Background: an optimization exercise with open tools, aiming at small area and a short achievable clock period. Do not read the settings as production practice.
Function was checked by simulation only, so behaviour that the tests miss may differ from the original.
No activity file was given, so power comes from the tool's default toggle rates.

## fft_top
module fft_top (
	input wire clk,
	input wire rst_n,
	input wire stb,
	input wire sop_in,
	input wire [15:0] x_re,
	input wire [15:0] x_im,
	output wire valid_out,
	output wire sop_out,
	output wire [15:0] y_re,
	output wire [15:0] y_im
);
Size in the first run: roughly 870 flip-flops, about 70 I/O pins, about 0.035 mm2 of cells after synthesis.
clock: 8.0 ns
lec_check: 0
cap_margin: 20
core_margin: 2
core_utilization: 40
cts_cluster_diameter: 120
cts_cluster_size: 30
setup_slack_margin: 5
slew_margin: 20
run.sh (not shown) runs the stock make flow with config.mk's settings and CLKGATE_MAP_FILE= SYNTH_SCRIPT=/design/flow/synth_recipe.tcl, a recipe that flattens the netlist after the stock synthesis.
Change:
Settings changed: CTS_CLUSTER_DIAMETER 120 to not set, CTS_CLUSTER_SIZE 30 to not set.
Result:
- non-clock buffer count fell by 2
- critical path depth is unchanged
- routed wire length rose by 2.1%
Change:
Settings changed: CTS_CLUSTER_DIAMETER set to 90, CTS_CLUSTER_SIZE set to 22.
Effect: Cell area fell by a few percent. Power fell by roughly a tenth. Wire length shrinks slightly. Register-to-register slack is worse by 0.03 ns. Flip-flop and latch count does not change. Final cell count shrinks by a few percent.

---

run 1:
fft_top, a different RTL version from the one above (not shown whole).
Size in the first run: about 2800 cells after synthesis, roughly 31000 sq um of cells after synthesis.
export LEC_CHECK = 0
export CAP_MARGIN = 20
export CORE_MARGIN = 2
export CORE_UTILIZATION = 40
export CTS_CLUSTER_DIAMETER = 100
export CTS_CLUSTER_SIZE = 26
export PLACE_DENSITY = 0.75
export SETUP_SLACK_MARGIN = 5
export SLEW_MARGIN = 20
create_clock -name core_clock -period 8.0 [get_ports {clk}]
Run 1 has completed all stages; timing, DRC and antenna checks passed.
Inputs modified between run 1 and run 2:
# run 1
export LEC_CHECK = 0
export CAP_MARGIN = 20
export CORE_MARGIN = 2
export CORE_UTILIZATION = 40
export CTS_CLUSTER_DIAMETER = 100
export CTS_CLUSTER_SIZE = 26
export PLACE_DENSITY = 0.75
export SETUP_SLACK_MARGIN = 5
export SLEW_MARGIN = 20
create_clock -name core_clock -period 8.0 [get_ports {clk}]
# run 2
export LEC_CHECK = 0
export CAP_MARGIN = 20
export CORE_MARGIN = 2
export CORE_UTILIZATION = 30
export CTS_CLUSTER_DIAMETER = 100
export CTS_CLUSTER_SIZE = 26
export SETUP_SLACK_MARGIN = 5
export SLEW_MARGIN = 20
create_clock -name core_clock -period 8.0 [get_ports {clk}]
==> comparison <==
Run 2 against run 1: relative contribution of the clock network to total power shrank by 0.2 points; wire length on met2 grew by 6.3%; sequential share of layout area shrank by 0.55 points; die width grew by about 15%. Total power of run 2 is on par with run 1. On run 2: routed wire length is 4.7% higher than what run 1 gave. Looking at cell area, run 2 sits about 1.1% higher than run 1 does. When run 2 is set beside run 1, its clock skew after layout turns out to be 0.010 ns larger. Run 2 completed end to end with timing, DRC and antenna clean. Run 1 has completed all stages; timing, DRC and antenna checks passed.
Setup changes, run 2 to run 3
# run 2
export LEC_CHECK = 0
export CAP_MARGIN = 20
export CORE_MARGIN = 2
export CORE_UTILIZATION = 30
export CTS_CLUSTER_DIAMETER = 100
export CTS_CLUSTER_SIZE = 26
export SETUP_SLACK_MARGIN = 5
export SLEW_MARGIN = 20
create_clock -name core_clock -period 8.0 [get_ports {clk}]
# run 3
export LEC_CHECK = 0
export CAP_MARGIN = 5
export CORE_MARGIN = 2
export CORE_UTILIZATION = 40
export CTS_CLUSTER_DIAMETER = 100
export CTS_CLUSTER_SIZE = 26
export SETUP_SLACK_MARGIN = 5
export SLEW_MARGIN = 5
create_clock -name core_clock -period 8.0 [get_ports {clk}]
### Flow results
- Taking run 2 as the reference, in run 3 global-route usage higher; cell area went down by about 1.1%; internal power roughly the same.
- Critical path depth in run 3 vs run 2: up 1
- Met1 global-route usage delta for run 3 relative to run 2: 6.0 points higher
- Run 3 vs run 2 — power density relative to cell area rose 1.2%.
- Between run 3 and run 2, it is run 3 whose clock skew is lower, by 0.0097 ns.
- Compared run 3 vs run 2, and pre-CTS setup slack is up in run 3.

---

run A:
The RTL this note starts from:
==> flow/design.v <==
`default_nettype none
package fft_types_pkg;
	localparam int SAMPLE_W = 16;
	typedef logic signed [SAMPLE_W-1:0] sample_t;
	localparam int ACC_W = 32;
	typedef logic signed [ACC_W-1:0] acc_t;
	localparam int MAX_LOG2_POINTS = 4;
	localparam int MIN_LOG2_POINTS = 2;
	localparam logic CAP_IDLE = 1'b0;
	localparam logic CAP_COLLECT = 1'b1;
endpackage
`default_nettype wire
`default_nettype none
package fft_twiddle_pkg;
	localparam int FRAC_BITS = 13;
	localparam int TWIDDLE_COUNT = 8;
	localparam logic [16*TWIDDLE_COUNT-1:0] TWIDDLE_RE = {
		16'hE270,
		16'hE95F,
		16'hF3C1,
		16'h0000,
		16'h0C3F,
		16'h16A1,
		16'h1D90,
		16'h2000
	};
	localparam logic [16*TWIDDLE_COUNT-1:0] TWIDDLE_IM = {
		16'hF3C1,
		16'hE95F,
		16'hE270,
		16'hE000,
		16'hE270,
		16'hE95F,
		16'hF3C1,
		16'h0000
	};
endpackage
`default_nettype wire
`default_nettype none
module fft_top (
	input wire clk,
	input wire rst_n,
	input wire stb,
	input wire sop_in,
	input wire [15:0] x_re,
	input wire [15:0] x_im,
	output wire valid_out,
	output wire sop_out,
	output wire [15:0] y_re,
	output wire [15:0] y_im
);
	reg coll;
	reg [2:0] m;
	reg xv;
	reg [2:0] xm;
	reg [12:1] ph;
	reg vo, so;
	wire [2:0] idx = coll ? m : 3'd0;
	wire acc = stb & (coll | sop_in);
	wire ph0 = xv & (xm == 3'd7);
	always @(posedge clk or negedge rst_n) begin
		if (!rst_n) begin
			coll <= 1'b0;
			m <= 3'd0;
			xv <= 1'b0;
			xm <= 3'd0;
			ph <= 12'd0;
			vo <= 1'b0;
			so <= 1'b0;
		end else begin
			xv <= acc;
			xm <= idx;
			if (acc) begin
				coll <= (idx != 3'd7);
				m <= idx + 3'd1;
			end
			ph <= {ph[11:1], ph0};
			vo <= |ph[12:5];
			so <= ph[5];
		end
	end
	reg [7:1] pc;
	reg p0c, lsc, x2c, hec;
	always @(posedge clk) begin
		pc <= {ph[6:1], ph0};
		p0c <= acc & (idx == 3'd7);
		lsc <= acc | ph0;
		x2c <= idx[2];
		hec <= acc & idx[2] & ~(idx[1] & idx[0]);
	end
	assign valid_out = vo;
	assign sop_out = so;
	reg [15:0] xr, xi;
	always @(posedge clk) begin
		xr <= x_re;
		xi <= x_im;
	end
	reg [63:0] lo_r, lo_i;
	reg [47:0] hi_r, hi_i;
	reg [15:0] p1r, p1i, f1r, f1i;
	reg w2;
	wire lo_sh = lsc;
	wire bq = p0c | pc[1] | pc[2] | pc[3];
	wire sp_h1 = p0c;
	wire sp_h2 = pc[3];
	wire sp_l2 = lo_sh & ~bq;
	wire sp_l3 = ~(sp_h1 | sp_h2 | sp_l2);
	wire sf_b = p0c;
	wire sf_l = pc[1] | pc[2];
	wire sf_h = pc[3];
	wire sf_x = ~bq;
	always @(posedge clk) begin
		p1r <= ({16{sp_h1}} & hi_r[16 +: 16]) | ({16{sp_h2}} & hi_r[32 +: 16]) |
			({16{sp_l2}} & lo_r[32 +: 16]) | ({16{sp_l3}} & lo_r[48 +: 16]);
		p1i <= ({16{sp_h1}} & hi_i[16 +: 16]) | ({16{sp_h2}} & hi_i[32 +: 16]) |
			({16{sp_l2}} & lo_i[32 +: 16]) | ({16{sp_l3}} & lo_i[48 +: 16]);
		f1r <= ({16{sf_b}} & b1i) | ({16{sf_l}} & lo_r[16 +: 16]) |
			({16{sf_h}} & hi_i[0 +: 16]) | ({16{sf_x}} & x_re);
		f1i <= ({16{sf_b}} & ~b1r) | ({16{sf_l}} & lo_i[16 +: 16]) |
			({16{sf_h}} & ~hi_r[0 +: 16]) | ({16{sf_x}} & x_im);
		w2 <= ph0 | ph[3];
	end
	wire [16:0] sr = {p1r[15], p1r} + {f1r[15], f1r};
	wire [17:0] drx = {p1r[15], p1r, 1'b1} + {~f1r[15], ~f1r, 1'b1};
	wire [17:0] six = {p1i[15], p1i, 1'b1} + {f1i[15], f1i, w2};
	wire [17:0] dix = {p1i[15], p1i, 1'b1} + {~f1i[15], ~f1i, ~w2};
	wire [16:0] dr = drx[17:1];
	wire [16:0] si = six[17:1];
	wire [16:0] di = dix[17:1];
	wire [15:0] a1r = {sr[16], sr[14:0]};
	wire [15:0] b1r = {dr[16], dr[14:0]};
	wire [15:0] a1i = {si[16], si[14:0]};
	wire [15:0] b1i = {di[16], di[14:0]};
	always @(posedge clk) begin
		if (lo_sh) begin
			lo_r <= {lo_r[47:0], x2c ? a1r : xr};
			lo_i <= {lo_i[47:0], x2c ? a1i : xi};
		end
	end
	always @(posedge clk) begin
		if (hec) begin
			hi_r <= {hi_r[31:0], b1r};
			hi_i <= {hi_i[31:0], b1i};
		end
	end
	reg [31:0] al_r, al_i;
	reg [63:0] bl_r, bl_i;
	always @(posedge clk) begin
		al_r <= {al_r[15:0], a1r};
		al_i <= {al_i[15:0], a1i};
	end
	wire t2 = pc[2];
	wire t3 = pc[3];
	wire t4 = pc[4];
	wire t5 = pc[5];
	wire [15:0] tqr = ({16{t2}} & al_r[0 +: 16]) | ({16{t3}} & ~al_r[16 +: 16]) |
		({16{t4}} & bl_r[32 +: 16]) | ({16{t5}} & ~bl_r[48 +: 16]);
	wire [15:0] tqi = ({16{t2}} & al_i[0 +: 16]) | ({16{t3}} & al_i[16 +: 16]) |
		({16{t4}} & bl_i[32 +: 16]) | ({16{t5}} & bl_i[48 +: 16]);
	reg [16:0] tx;
	wire [17:0] txs = {tqi[15], tqi, 1'b1} + {tqr[15], tqr, t3 | t5};
	always @(posedge clk) begin
		tx <= txs[17:1];
	end
	wire [20:0] ex = {{4{tx[16]}}, tx};
	wire [24:0] ey = {{8{tx[16]}}, tx};
	reg [20:0] m11;
	reg [24:0] m161;
	reg mn;
	always @(posedge clk) begin
		m11 <= (ex << 3) + (ex << 1) + ex;
		m161 <= (ey << 7) + (ey << 5) + ey;
		mn <= |tx[12:0];
	end
	wire [29:0] mp = {m11[20], m11, 9'd0} + {{5{m161[24]}}, m161};
	wire [16:0] fx = mp[29:13];
	reg [16:0] hf;
	reg hn;
	always @(posedge clk) begin
		hf <= fx;
		hn <= mn;
	end
	reg [15:0] p2r, p2i;
	reg [16:0] f2r, f2i;
	reg crb, cia, cib;
	reg cc;
	wire c4 = pc[4];
	wire c5 = pc[5];
	wire c6 = pc[6];
	wire c7 = pc[7];
	always @(posedge clk) begin
		p2r <= ({16{c4}} & al_r[16 +: 16]) | ({16{c5}} & al_r[0 +: 16]) |
			({16{c6}} & bl_r[48 +: 16]) | ({16{c7}} & bl_r[32 +: 16]);
		p2i <= ({16{c4}} & al_i[16 +: 16]) | ({16{c5}} & al_i[0 +: 16]) |
			({16{c6}} & bl_i[48 +: 16]) | ({16{c7}} & bl_i[32 +: 16]);
		f2r <= ({17{c4}} & {al_r[15], al_r[0 +: 16]}) | ({17{c5}} & hf) |
			({17{c6}} & {bl_i[47], bl_i[32 +: 16]}) | ({17{c7}} & fx);
		f2i <= ({17{c4}} & {al_i[15], al_i[0 +: 16]}) | ({17{c5}} & fx) |
			({17{c6}} & ~{bl_r[47], bl_r[32 +: 16]}) | ({17{c7}} & ~hf);
		crb <= c4 | c6 | (c5 & ~hn) | (c7 & ~mn);
		cia <= c6 | (c7 & ~hn);
		cib <= c4 | (c5 & ~mn);
		cc <= pc[4] | pc[5] | pc[6] | pc[7];
	end
	wire [17:0] e2r = {{2{p2r[15]}}, p2r};
	wire [17:0] e2i = {{2{p2i[15]}}, p2i};
	wire [17:0] g2r = {f2r[16], f2r};
	wire [17:0] g2i = {f2i[16], f2i};
	wire [17:0] ar = e2r + g2r;
	wire [18:0] brx = {e2r, 1'b1} + {~g2r, crb};
	wire [18:0] aix = {e2i, 1'b1} + {g2i, cia};
	wire [18:0] bix = {e2i, 1'b1} + {~g2i, cib};
	wire [17:0] br = brx[18:1];
	wire [17:0] ai = aix[18:1];
	wire [17:0] bi = bix[18:1];
	always @(posedge clk) begin
		bl_r <= {bl_r[47:0], cc ? {br[17], br[14:0]} : b1r};
		bl_i <= {bl_i[47:0], cc ? {bi[17], bi[14:0]} : b1i};
	end
	reg [15:0] yr, yi;
	always @(posedge clk) begin
		yr <= cc ? {ar[17], ar[14:0]} : bl_r[48 +: 16];
		yi <= cc ? {ai[17], ai[14:0]} : bl_i[48 +: 16];
	end
	assign y_re = yr;
	assign y_im = yi;
endmodule
`default_nettype wire
clock: 8.0 ns
lec_check: 0
cap_margin: 20
core_margin: 2
core_utilization: 40
cts_cluster_diameter: 80
cts_cluster_size: 20
setup_slack_margin: 5
slew_margin: 20
What run B does differently from run A at the input level:
Settings: swapping 20 for 24 in CTS_CLUSTER_SIZE; swapping 80 for 100 in CTS_CLUSTER_DIAMETER; swapping 40 for 50 in CORE_UTILIZATION.
Notes after the runs:
Run B — cell area after layout 1.2% lower, run A as reference. Share of cell area taken by flip-flops and latches on run B is up relative to run A. Comparing proportion of power drawn by combinational gates for run B and run A, the bigger number came from run B. Reg2reg setup slack: run A vs run B — no meaningful difference. Compared with run A, run B instantiates a smaller number of cells. On worst clock skew on the final layout, the lower figure sits with run B, not run A. Run B: total power is about 0.9% lower than what run A reported. | fraction of the cycle the final worst path needs | run A vs run B | ≈ equal |. Of run B and run A, the higher required time at the worst-slack endpoint belongs to run B.
## Diff of input files: run C against run B
Settings: CORE_UTILIZATION changed from 50 to 40; CTS_CLUSTER_SIZE changed from 24 to 26.
==> flow/flow/run.sh (new file) <==
#!/bin/bash
set -euo pipefail
bash standard.sh SETUP_SLACK_MARGIN=5.12 finish > standard.log 2>&1
==> flow/standard.sh (new file) <==
#!/bin/bash
# synth_recipe.tcl (not shown) runs the flow's synth.tcl, then flattens the netlist and writes it again
# the make line also repeats each setting of config.mk as NAME=value (left out here)
make -C /OpenROAD-flow-scripts/flow DESIGN_CONFIG=/design/flow/config.mk WORK_HOME=/design/flow/orfs CLKGATE_MAP_FILE= SYNTH_SCRIPT=/design/flow/synth_recipe.tcl "${@:-finish}"
removed: flow/run.sh
[summary]
- Changes observed in run C relative to run B: maximum VDD drop fell 6.6 uV, count of non-filler cells in the finished layout rose 258.
- First element of the critical path: pc[5] -> run B, pc[3] -> run C
- Against run B, run C comes in 0.5 points lower on portion of total power attributed to sequential cells.
- Worst slew margin relative to its limit improves in run C relative to run B.
- Compared with run B, in run C number of well-tap cells placed went up, post-layout instance area picked up an extra 2.0%, clock-buffer cell count shrank by 12%.
- Between run B and run C, the flow reports filler cell count in the final layout increasing by more than a quarter.
Modified inputs, run D compared to run C
==> flow/run.sh (new file) <==
#!/bin/bash
# synth_recipe.tcl (not shown) runs the flow's synth.tcl, then flattens the netlist and writes it again
# the make line also repeats each setting of config.mk as NAME=value (left out here)
make -C /OpenROAD-flow-scripts/flow DESIGN_CONFIG=/design/flow/config.mk WORK_HOME=/design/flow/orfs CLKGATE_MAP_FILE= SYNTH_SCRIPT=/design/flow/synth_recipe.tcl finish
removed: flow/flow/run.sh
removed: flow/standard.sh
## What came out
Compared with run C, run D improves final routed wirelength across all metal layers.
From run C to run D the numbers moved as follows: net switching component of the power dropped about 2.5%, sequential cell count roughly the same.
Run D gives less layout overhead on the synthesized area than run C did.
From run C to run D the numbers moved as follows: number of enable-type register cells in the synthesized netlist ~0 delta; worst-case setup slack after placement now sits lower; portion of total power attributed to sequential cells went up by 1.2 points.
### run D -> run E
Settings: swapping 40 for 55 in CORE_UTILIZATION.
### Flow results
Going from run D to run E, the sequential power was found to have gone down by about 0.9%. Setup slack in run E is larger than in run D. Compared with run D, run E supports a higher clock frequency. Worst hold slack (lower): run E.

what the ideal ports hide:
The results above use ideal ports. As a check the final layouts listed here were re-extracted and re-timed, cells and wires unchanged.
Step 1 sets driving cells, clkbuf_16 on the clock port and buf_2 on the other inputs (assumed; they add their load-dependent delay and slew).
Step 2 times the ports against the registers' clock, not the clock port: input delays grow and output delays shrink by t, the midpoint of the rising clock arrivals with the driver on.
a / b / c = ideal ports / drivers / drivers and shift; a / b = the first two.
run	shift t [ns]	setup WS [ns]	worst hold slack (ns)	worst setup path at the end
the first run of note 1	0.657	5.019 / 5.019 / 5.019	0.329 / 0.329 / 0.329	register to register
the second run of note 1	0.694	5.034 / 5.000 / 5.034	0.315 / 0.315 / 0.315	register to register
the third run of note 1	0.671	5.005 / 5.005 / 5.005	0.317 / 0.317 / 0.317	register to register
run 1	0.648	4.998 / 4.998 / 4.956	0.321 / 0.321 / 0.321	input to register
run 2	0.655	5.014 / 5.014 / 4.868	0.312 / 0.312 / 0.312	input to register
run 3	0.647	5.027 / 5.027 / 4.875	0.330 / 0.330 / 0.330	input to register
run A	0.661	5.004 / 5.004 / 4.861	0.318 / 0.318 / 0.318	input to register
run B	0.648	5.003 / 5.003 / 4.925	0.321 / 0.321 / 0.321	input to register
run C	0.643	5.049 / 5.049 / 4.974	0.321 / 0.321 / 0.321	input to register
run D	0.648	5.028 / 5.028 / 4.874	0.330 / 0.330 / 0.330	input to register
run E	0.638	5.049 / 5.049 / 4.878	0.313 / 0.313 / 0.313	input to register
After both steps every run listed still meets setup and hold. For run E, which loses most, drivers alone change the setup slack by 0.000 ns; drivers and shift together by -0.171 ns.
